This is an optimization exercise on Yosys and OpenROAD, whose aim is small area, a short achievable clock period and few clock cycles, not a production implementation. The RTL was checked by simulation tests, not by an equivalence proof against the original design.

--- design/flow/run.sh ---
#!/bin/bash
# synth_recipe.tcl (not shown) runs the flow's synth.tcl, then flattens the netlist and writes it again
# the make line also repeats each setting of config.mk as NAME=value (left out here)
make -C /OpenROAD-flow-scripts/flow DESIGN_CONFIG=/design/flow/config.mk WORK_HOME=/design/flow/orfs CLKGATE_MAP_FILE= SYNTH_SCRIPT=/design/flow/synth_recipe.tcl finish
--- design/flow/config.mk ---
export PLATFORM = sky130hd
export DESIGN_NAME = datapath_muldiv
export DESIGN_NICKNAME = datapath_muldiv
export VERILOG_FILES = /design/flow/design.v
export SDC_FILE = /design/flow/constraint.sdc
export NUM_CORES = 4
export LEC_CHECK = 0
export CAP_MARGIN = 20
export CORE_MARGIN = 2
export CORE_UTILIZATION = 40
export SETUP_SLACK_MARGIN = 3.0
export SLEW_MARGIN = 20
--- design/flow/constraint.sdc ---
create_clock -name core_clock -period 13.0 [get_ports {clock}]
set_input_delay 2.6000 -clock core_clock [delete_from_list [all_inputs] [get_ports {clock}]]
set_output_delay 2.6000 -clock core_clock [all_outputs]
set_load 0.01 [all_outputs]
--- design/flow/design.v ---
module datapath_muldiv #(
    parameter int NBITS      = 32,
    parameter int NREGS      = 32,
    parameter int WIDTH_ALUF = 4
) (
    input  logic                     clock,
    input  logic                     reset,
    input  logic [$clog2(NREGS)-1:0] RS1,
    input  logic [$clog2(NREGS)-1:0] RS2,
    input  logic [$clog2(NREGS)-1:0] RD,
    input  logic [NBITS-1:0]         IMM,
    input  logic [WIDTH_ALUF-1:0]    ALUControl,
    input  logic                     ALUSrc,
    input  logic                     MemtoReg,
    input  logic                     RegWrite,
    input  logic                     link,
    input  logic [NBITS-1:0]         pclink,
    input  logic                     Start,
    output logic                     Busy,
    output logic                     Done,
    output logic                     Zero,
    output logic                     Neg,
    output logic                     Carry,
    output logic [NBITS-1:0]         PCReg,
    output logic [NBITS-3:0]         Address,
    output logic [NBITS-1:0]         WriteData,
    input  logic [NBITS-1:0]         ReadData
);
    localparam bit DIV_EN = 1'b1;
    typedef enum logic [1:0] {ST_IDLE, ST_FIRST, ST_RUN, ST_FIX} state_t;
    logic [31:0] rf_q [1:31];
    logic [31:1] vld_q;
    logic [31:0] src_a_s, rs2_val_s, src_b_s, alu_res_s, result_s, multi_res_s;
    logic [4:0]  shamt_s;
    always_comb begin
        src_a_s   = 32'd0;
        rs2_val_s = 32'd0;
        for (int i = 1; i < 32; i++) begin
            src_a_s   = src_a_s   | (rf_q[i] & {32{(RS1 == 5'(i)) && vld_q[i]}});
            rs2_val_s = rs2_val_s | (rf_q[i] & {32{(RS2 == 5'(i)) && vld_q[i]}});
        end
    end
    assign src_b_s   = ALUSrc ? IMM : rs2_val_s;
    assign shamt_s   = src_b_s[4:0];
    logic [32:0] cmp_s;
    assign cmp_s = {1'b0, src_a_s} + {1'b0, ~src_b_s} + 33'd1;
    assign Carry = cmp_s[32];
    assign Zero  = (src_a_s == src_b_s);
    assign Neg   = (src_a_s[31] ^ src_b_s[31]) ? src_a_s[31] : ~Carry;
    assign PCReg     = src_a_s;
    assign WriteData = rs2_val_s;
    assign Address   = alu_res_s[31:2];
    logic        sub_s, sll_s, arith_s;
    logic [31:0] sum_s, shin_s, shr_s, shout_s;
    logic [32:0] shx_s;
    assign sub_s   = (ALUControl == 4'd1);
    assign sum_s   = src_a_s + (src_b_s ^ {32{sub_s}}) + {31'd0, sub_s};
    assign sll_s   = (ALUControl == 4'd5);
    assign arith_s = (ALUControl == 4'd7) & src_a_s[31];
    always_comb for (int i = 0; i < 32; i++) shin_s[i] = sll_s ? src_a_s[31-i] : src_a_s[i];
    assign shx_s   = $signed({arith_s, shin_s}) >>> shamt_s;
    assign shr_s   = shx_s[31:0];
    always_comb for (int i = 0; i < 32; i++) shout_s[i] = sll_s ? shr_s[31-i] : shr_s[i];
    always_comb begin
        case (ALUControl)
            4'd0, 4'd1:       alu_res_s = sum_s;
            4'd2:             alu_res_s = src_a_s & src_b_s;
            4'd3:             alu_res_s = src_a_s | src_b_s;
            4'd4:             alu_res_s = src_a_s ^ src_b_s;
            4'd5, 4'd6, 4'd7: alu_res_s = shout_s;
            4'd8:             alu_res_s = {31'd0, Neg};
            4'd9:             alu_res_s = {31'd0, ~Carry};
            default:          alu_res_s = 32'd0;
        endcase
    end
    assign result_s = link ? pclink : (MemtoReg ? ReadData : alu_res_s);
    state_t      state_q;
    logic [3:0]  op_q;
    logic [4:0]  rd_q;
    logic        sa_q, sb_q;
    logic [32:0] hi_q;       
    logic [31:0] lo_q;       
    logic [32:0] bm_q;       
    logic [4:0]  cnt_q;
    logic        is_multi_s, launch_s, l_signed_s, is_div_l_s, sa_s, sb_s;
    logic [31:0] amag_s, bmag_s;
    assign is_multi_s = (ALUControl >= 4'd10) && (DIV_EN || (ALUControl <= 4'd12));
    assign Busy       = (state_q != ST_IDLE);
    assign launch_s   = !Busy && Start && is_multi_s;
    assign l_signed_s = (ALUControl == 4'd10) || (ALUControl == 4'd11) ||
                        (ALUControl == 4'd13) || (ALUControl == 4'd15);
    assign is_div_l_s = ALUControl[3] & ALUControl[2] & (ALUControl[1] | ALUControl[0]);    
    assign sa_s       = l_signed_s && src_a_s[31];
    assign sb_s       = l_signed_s && src_b_s[31];
    assign amag_s     = sa_s ? (~src_a_s + 32'd1) : src_a_s;
    assign bmag_s     = sb_s ? (~src_b_s + 32'd1) : src_b_s;
    logic is_div_q, is_rem_q, msg_q;
    assign is_div_q = op_q[3] & op_q[2] & (op_q[1] | op_q[0]);
    assign is_rem_q = (op_q == 4'd15);
    assign msg_q    = (op_q == 4'd10) || (op_q == 4'd11);       
    logic [7:0]  dig_s;
    logic        ext_s, mlast_s, dneg_s;
    logic [32:0] nrow_s;
    logic [40:0] msum_s;
    logic [32:0] acc_n_s;
    logic [31:0] lo_n_s;
    assign dig_s   = lo_q[7:0];
    assign ext_s   = msg_q & dig_s[7];
    assign mlast_s = (bm_q == 33'd0) ||
                     ((cnt_q[2:0] >= 3'd3 || lo_q[15:8]  == {8{ext_s}}) &&
                      (cnt_q[2:0] >= 3'd2 || lo_q[23:16] == {8{ext_s}}) &&
                      (cnt_q[2:0] >= 3'd1 || lo_q[31:24] == {8{ext_s}}));
    assign dneg_s  = mlast_s & ext_s;
    assign nrow_s  = dneg_s ? ~bm_q : 33'd0;
    always_comb begin
        msum_s = {8'd0, ~hi_q[32], hi_q[31:0]};
        for (int i = 0; i < 8; i++)
            msum_s = msum_s + ({8'd0, ~(dig_s[i] & bm_q[32]), (dig_s[i] ? bm_q[31:0] : 32'd0)} << i);
        msum_s = msum_s + ({8'd0, ~nrow_s[32], nrow_s[31:0]} << 8) + {32'd0, dneg_s, 8'd0};
    end
    assign acc_n_s = msum_s[40:8];
    assign lo_n_s  = {msum_s[7:0], lo_q[31:8]};
    logic [31:0] mres_s;
    always_comb begin
        case ({op_q == 4'd10, cnt_q[1:0]})
            3'b100:  mres_s = {acc_n_s[23:0], lo_n_s[31:24]};
            3'b101:  mres_s = {acc_n_s[15:0], lo_n_s[31:16]};
            3'b110:  mres_s = {acc_n_s[7:0], lo_n_s[31:8]};
            3'b111:  mres_s = lo_n_s;
            3'b000:  mres_s = {{23{acc_n_s[32]}}, acc_n_s[32:24]};
            3'b001:  mres_s = {{15{acc_n_s[32]}}, acc_n_s[32:16]};
            3'b010:  mres_s = {{7{acc_n_s[32]}}, acc_n_s[32:8]};
            default: mres_s = acc_n_s[31:0];
        endcase
    end
    function automatic logic [5:0] clz32(input logic [31:0] x);
        clz32 = 6'd32;
        for (int i = 0; i < 32; i++) if (x[i]) clz32 = 6'(31 - i);
    endfunction
    logic [5:0]  clza_s, clzb_s;
    logic [4:0]  dsh_s;
    logic        bzero_s, dimm_s;
    assign clza_s  = clz32(hi_q[31:0]);
    assign clzb_s  = clz32(bm_q[31:0]);
    assign bzero_s = (bm_q[31:0] == 32'd0);
    assign dimm_s  = bzero_s || (clza_s > clzb_s);
    assign dsh_s   = 5'(clzb_s - clza_s);
    logic [33:0] t1_s, t2_s;
    logic [31:0] r1_s, r2_s, quo_s;
    logic        q1_s, q2_s;
    logic [32:0] b1_s;
    assign t1_s  = {2'b0, hi_q[31:0]} - {1'b0, bm_q};
    assign q1_s  = !t1_s[33];
    assign r1_s  = q1_s ? t1_s[31:0] : hi_q[31:0];
    assign b1_s  = {1'b0, bm_q[32:1]};
    assign t2_s  = {2'b0, r1_s} - {1'b0, b1_s};
    assign q2_s  = !t2_s[33];
    assign r2_s  = q2_s ? t2_s[31:0] : r1_s;
    assign quo_s = {lo_q[29:0], q1_s, q2_s};
    logic dlast_s, rfix_s;
    assign dlast_s = (cnt_q == 5'd1);
    assign rfix_s  = is_rem_q & sa_q;           
    always_comb begin
        case (state_q)
            ST_FIRST: Done = is_div_q ? dimm_s : mlast_s;
            ST_RUN:   Done = is_div_q ? (dlast_s & !rfix_s) : mlast_s;
            ST_FIX:   Done = 1'b1;
            default:  Done = 1'b0;
        endcase
    end
    always_comb begin
        if (!is_div_q)                multi_res_s = mres_s;
        else if (state_q == ST_FIRST) multi_res_s = is_rem_q ? lo_q : {32{bzero_s}};
        else if (state_q == ST_FIX)   multi_res_s = ~hi_q[31:0] + 32'd1;
        else if (is_rem_q)            multi_res_s = r2_s;
        else if (sa_q ^ sb_q)         multi_res_s = ~quo_s + 32'd1;
        else                          multi_res_s = quo_s;
    end
    always_ff @(posedge clock) begin
        if (!reset) begin
            state_q <= ST_IDLE;
        end else begin
            case (state_q)
                ST_IDLE:  if (launch_s) state_q <= ST_FIRST;
                ST_FIRST: state_q <= Done ? ST_IDLE : ST_RUN;
                ST_RUN: begin
                    if (is_div_q) begin
                        if (dlast_s) state_q <= rfix_s ? ST_FIX : ST_IDLE;
                    end else if (mlast_s) begin
                        state_q <= ST_IDLE;
                    end
                end
                default: state_q <= ST_IDLE;
            endcase
        end
    end
    always_ff @(posedge clock) begin
        if (launch_s) begin
            op_q  <= ALUControl;
            rd_q  <= RD;
            sa_q  <= sa_s;
            sb_q  <= sb_s;
            hi_q  <= is_div_l_s ? {1'b0, amag_s} : 33'd0;
            lo_q  <= is_div_l_s ? src_a_s : src_b_s;
            bm_q  <= is_div_l_s ? {1'b0, bmag_s} : {l_signed_s & src_a_s[31], src_a_s};
            cnt_q <= 5'd0;
        end else if (state_q == ST_FIRST || state_q == ST_RUN) begin
            if (!is_div_q) begin
                hi_q  <= acc_n_s;
                lo_q  <= lo_n_s;
                cnt_q <= cnt_q + 5'd1;
            end else if (state_q == ST_FIRST) begin
                lo_q  <= 32'd0;
                bm_q  <= {1'b0, bm_q[31:0]} << (dsh_s | 5'd1);
                cnt_q <= 5'({1'b0, dsh_s[4:1]} + 5'd1);
            end else begin
                hi_q  <= {1'b0, r2_s};
                lo_q  <= quo_s;
                bm_q  <= {2'b0, bm_q[32:2]};
                cnt_q <= cnt_q - 5'd1;
            end
        end
    end
    logic        wr_en_s;
    logic [4:0]  wr_addr_s;
    logic [31:0] wr_data_s;
    always_comb begin
        if (Busy) begin
            wr_en_s   = Done && (rd_q != 5'd0);
            wr_addr_s = rd_q;
            wr_data_s = multi_res_s;
        end else begin
            wr_en_s   = RegWrite && (ALUControl < 4'd10) && (RD != 5'd0);
            wr_addr_s = RD;
            wr_data_s = result_s;
        end
    end
    always_ff @(posedge clock) begin
        if (!reset) vld_q <= '0;
        else if (wr_en_s) vld_q[wr_addr_s] <= 1'b1;
    end
    always_ff @(posedge clock) begin
        if (wr_en_s) rf_q[wr_addr_s] <= wr_data_s;
    end
endmodule
==> results.cfg <==
[placement]
io_buffers = 220
gp_congestion = 1.13
place_area_sq_um = 91400
dpl.hpwl_um = 405000
pre_cts_ws_ps = 701

[layout]
multi_input_area_sq_um = 47500
register_area_sq_um = 33800
finish.utilization_pct = 49.0
drive_gt1_share_pct = 17.5
nFillCells = 19400
nNetsFinal = 10100
area_growth_pct = 21.9
final_area_sq_um = 101000

[cts]
cts_inserted_buffers = 133
clockBufferDepth = 3
root_buffer = clkbuf_16
path_clk_slew_ps = 50
cts_htree_levels = 4
clock_latency_ps = 890
cts_tree = yes
cts_hold_buf = 0
clock_sinks = 1139

[timing]
slew_violations = 0
timing.slew.headroom_pct = 10.1
hold_violations = 0
rsz0062_at_grt = yes
clock.fmax_ghz = 0.0944
fin_ws_ps = 2400
fin_tns_setup_ps = 0
min_period_over_period_pct = 81.5
worst_pin_slew_ps = 1350
finalSetupViolations = 0
holdWs_ps = 505
finClkSkew_ps = 105
layout_min_cycle_time_ps = 10600

[routing]
vias_per_cell = 7.52
ant_nets = 0
vias = 91900
drt-initial-drc-count = 18100
routedWlPerCell_um = 47.9
drc = 0
finalWirelength_um = 585000
dr.pass1.iters = 14

[logic_synthesis]
yosys.cell_types.count = 103
synth_commonest_cells = edfxtp_1 (1,101), nand3_1 (1,092), nand2_1 (743)
syn_area_sq_um = 83200
synth_edf_count = 1101
synth_top_area_share_pct = 39.8
synth_cells = 8848
ys_ff_latch = 1139
synth_seq_area_share_pct = 40.7
synthTopCellsByArea = edfxtp_1 (40%), nand3_1 (6.6%), fa_1 (6.1%)
synthFlopType = edfxtp_1
ys_warn_count = 1
syn_avg_cell_area_sq_um = 9.40
syn_nets = 9547
postSynth.asyncResetShare_pct = 0
synth.largest_area_cell = edfxtp_1
synth.most_common_cell = edfxtp_1

[global_routing]
grt_use_total_pct = 53.7
antenna_found_initial = 63
grt_max_degree = 87
grt_pass1_wl_um = 767000
grt.overflow.total = 0
grt_pass1_vias = 85100

[outcome]
status = no timing/DRC/antenna violations

[setup_path]
worst_ep_required_time_ps = 10400
startpoint = RS2[1]
cp-start-kind = input pin
arrival_ps = 8000
rr_startpoint = lo_q[0]$_DFFE_PP_
r2r.worst_path.cells = 26
path_class = in2out
crit_path_end_kind = primary output
r2r-end = rf_q[30][22]$_DFFE_PP_
crit_fanout = 7
r2r_slack_ps = 3000

[flow_run]
cap_violations = 0

[hold_path]
hp-class = reg2reg
hold_end = state_q[1]$_SDFFE_PN0P_
hp-start = state_q[1]$_SDFFE_PN0P_
hold-path-cell-count = 2

[floorplanning]
core_sq_um = 207000
dieHeight_um = 460
die_area_sq_um = 212000
start_util_pct = 40.2
io_pins = 221
die_x_um = 460
rows = 167
worst max-delay path, cell delays in order:
cell and delay [ps]:
buf_16 150, clkbuf_8 200, buf_4 150, nor3b_4 430
and2_2 430, buf_4 260, buf_4 220, a222oi_1 120
nor4bb_2 200, a31oi_1 230, buf_4 270, xnor2_1 100
ha_1 380, a21oi_1 120, nand2_1 100, a21oi_1 70
a211o_1 260, buf_6 130, o41ai_4 260, nand2b_1 140
a31oi_2 240, buf_4 180, a31oi_4 70, xor2_1 170
o221ai_2 270, buf_2 200
worst max path at each step:
stage | slack (ps) | cells past startpoint | to
6_report | 2400 | 26 | Address[28]
2_1_floorplan | 2990 | 25 | Address[23]
3_3_place_gp | 700 | 21 | Address[17]
5_1_grt | 2360 | 26 | Address[26]
3_5_place_dp | 700 | 21 | Address[17]
4_1_cts | 2730 | 25 | Address[26]
cell type report:
class / instances / share of cell area, %
Sequential cell: 1139 / 33.4
Antenna cell: 52 / 0.128
Clock inverter: 83 / 1.08
Multi-Input combinational cell: 6557 / 46.9
Clock buffer: 161 / 3.45
Timing Repair Buffer: 1099 / 10.1
Tap cell: 2704 / 3.34
Inverter: 421 / 1.60
through the flow:
stage                     cells
after floorplan            8848
after global routing      12200
after global placement    11600
after detailed placement  11600
final                     12200
after CTS                 12100
repair_timing:
item                       4_1_cts  5_1_grt
cloned                          17        5
gates resized for setup        615      147
setup endpoints to repair      702      995
pin swaps                      137       76
setup buffers                  193       67
hold endpoints to repair         0        0
kinds of logic after synthesis:
family	after synthesis	share of synthesized area, %
simple gates	3641	22.3
fa+ha+maj	577	11.0
buf+inv	1159	5.59
mux	157	2.03
flops	1139	40.7
compound gates	1910	15.7
xor+xnor	265	2.79
flip-flops by register name (all words and copies together), names as in the netlist:
signal,cells
op_q,4
lo_q,32
sa_q,1
rd_q,5
bm_q,33
vld_q,31
cnt_q,5
sb_q,1
state_q,2
rf_q,992
hi_q,33
layout by cell type (no fill, tap or decap), types with 233 or more instances in the layout:
master    count
a21oi_1     389
nor2_1      406
nand3_1    1087
nor3_1      257
fa_1        253
buf_4       731
ha_1        308
o21ai_0     292
nand2_1     735
nand4_1     306
a22oi_1     233
edfxtp_1   1101
inv_1       403
per-layer routing:
layer | track usage [%] | part of all wire [%] | vias up
met1 | 59.9 | 33 | 44900
li1 | - | - | 34400
met4 | 50.0 | 12 | 32
met2 | 76.9 | 41 | 9250
met3 | 22.7 | 14 | 3268
met5 | 0.689 | 0.095 | -
Testbench counts, summed over its fixed seeds: cycles 10,541.

==> afterwards: timing with drivers on the ports <==
How much do the figures lean on ideal ports? The routed layout below was timed once more, with nothing changed but the port constraints. Step 1 assumes that a clkbuf_16 drives the clock port and a buf_2 every other input. Step 2 also shifts input and output timing later by t, the mid clock arrival at the registers, as if the neighbouring blocks saw the same clock. Slacks: ideal ports / drivers / drivers and shift; pairs: ideal ports / drivers.
shift t [ns]: 0.924
slack for setup (ns): 2.402 / 2.330 / 1.661
worst setup path at the end: input to register
latest minus earliest clock arrival (ns): 0.105 / 0.105
slew at the worst register clock pin (ns): 0.07 / 0.07
After both steps this run still meets setup and hold. The setup slack of this run moves by -0.072 ns with the drivers and by -0.741 ns with both steps.
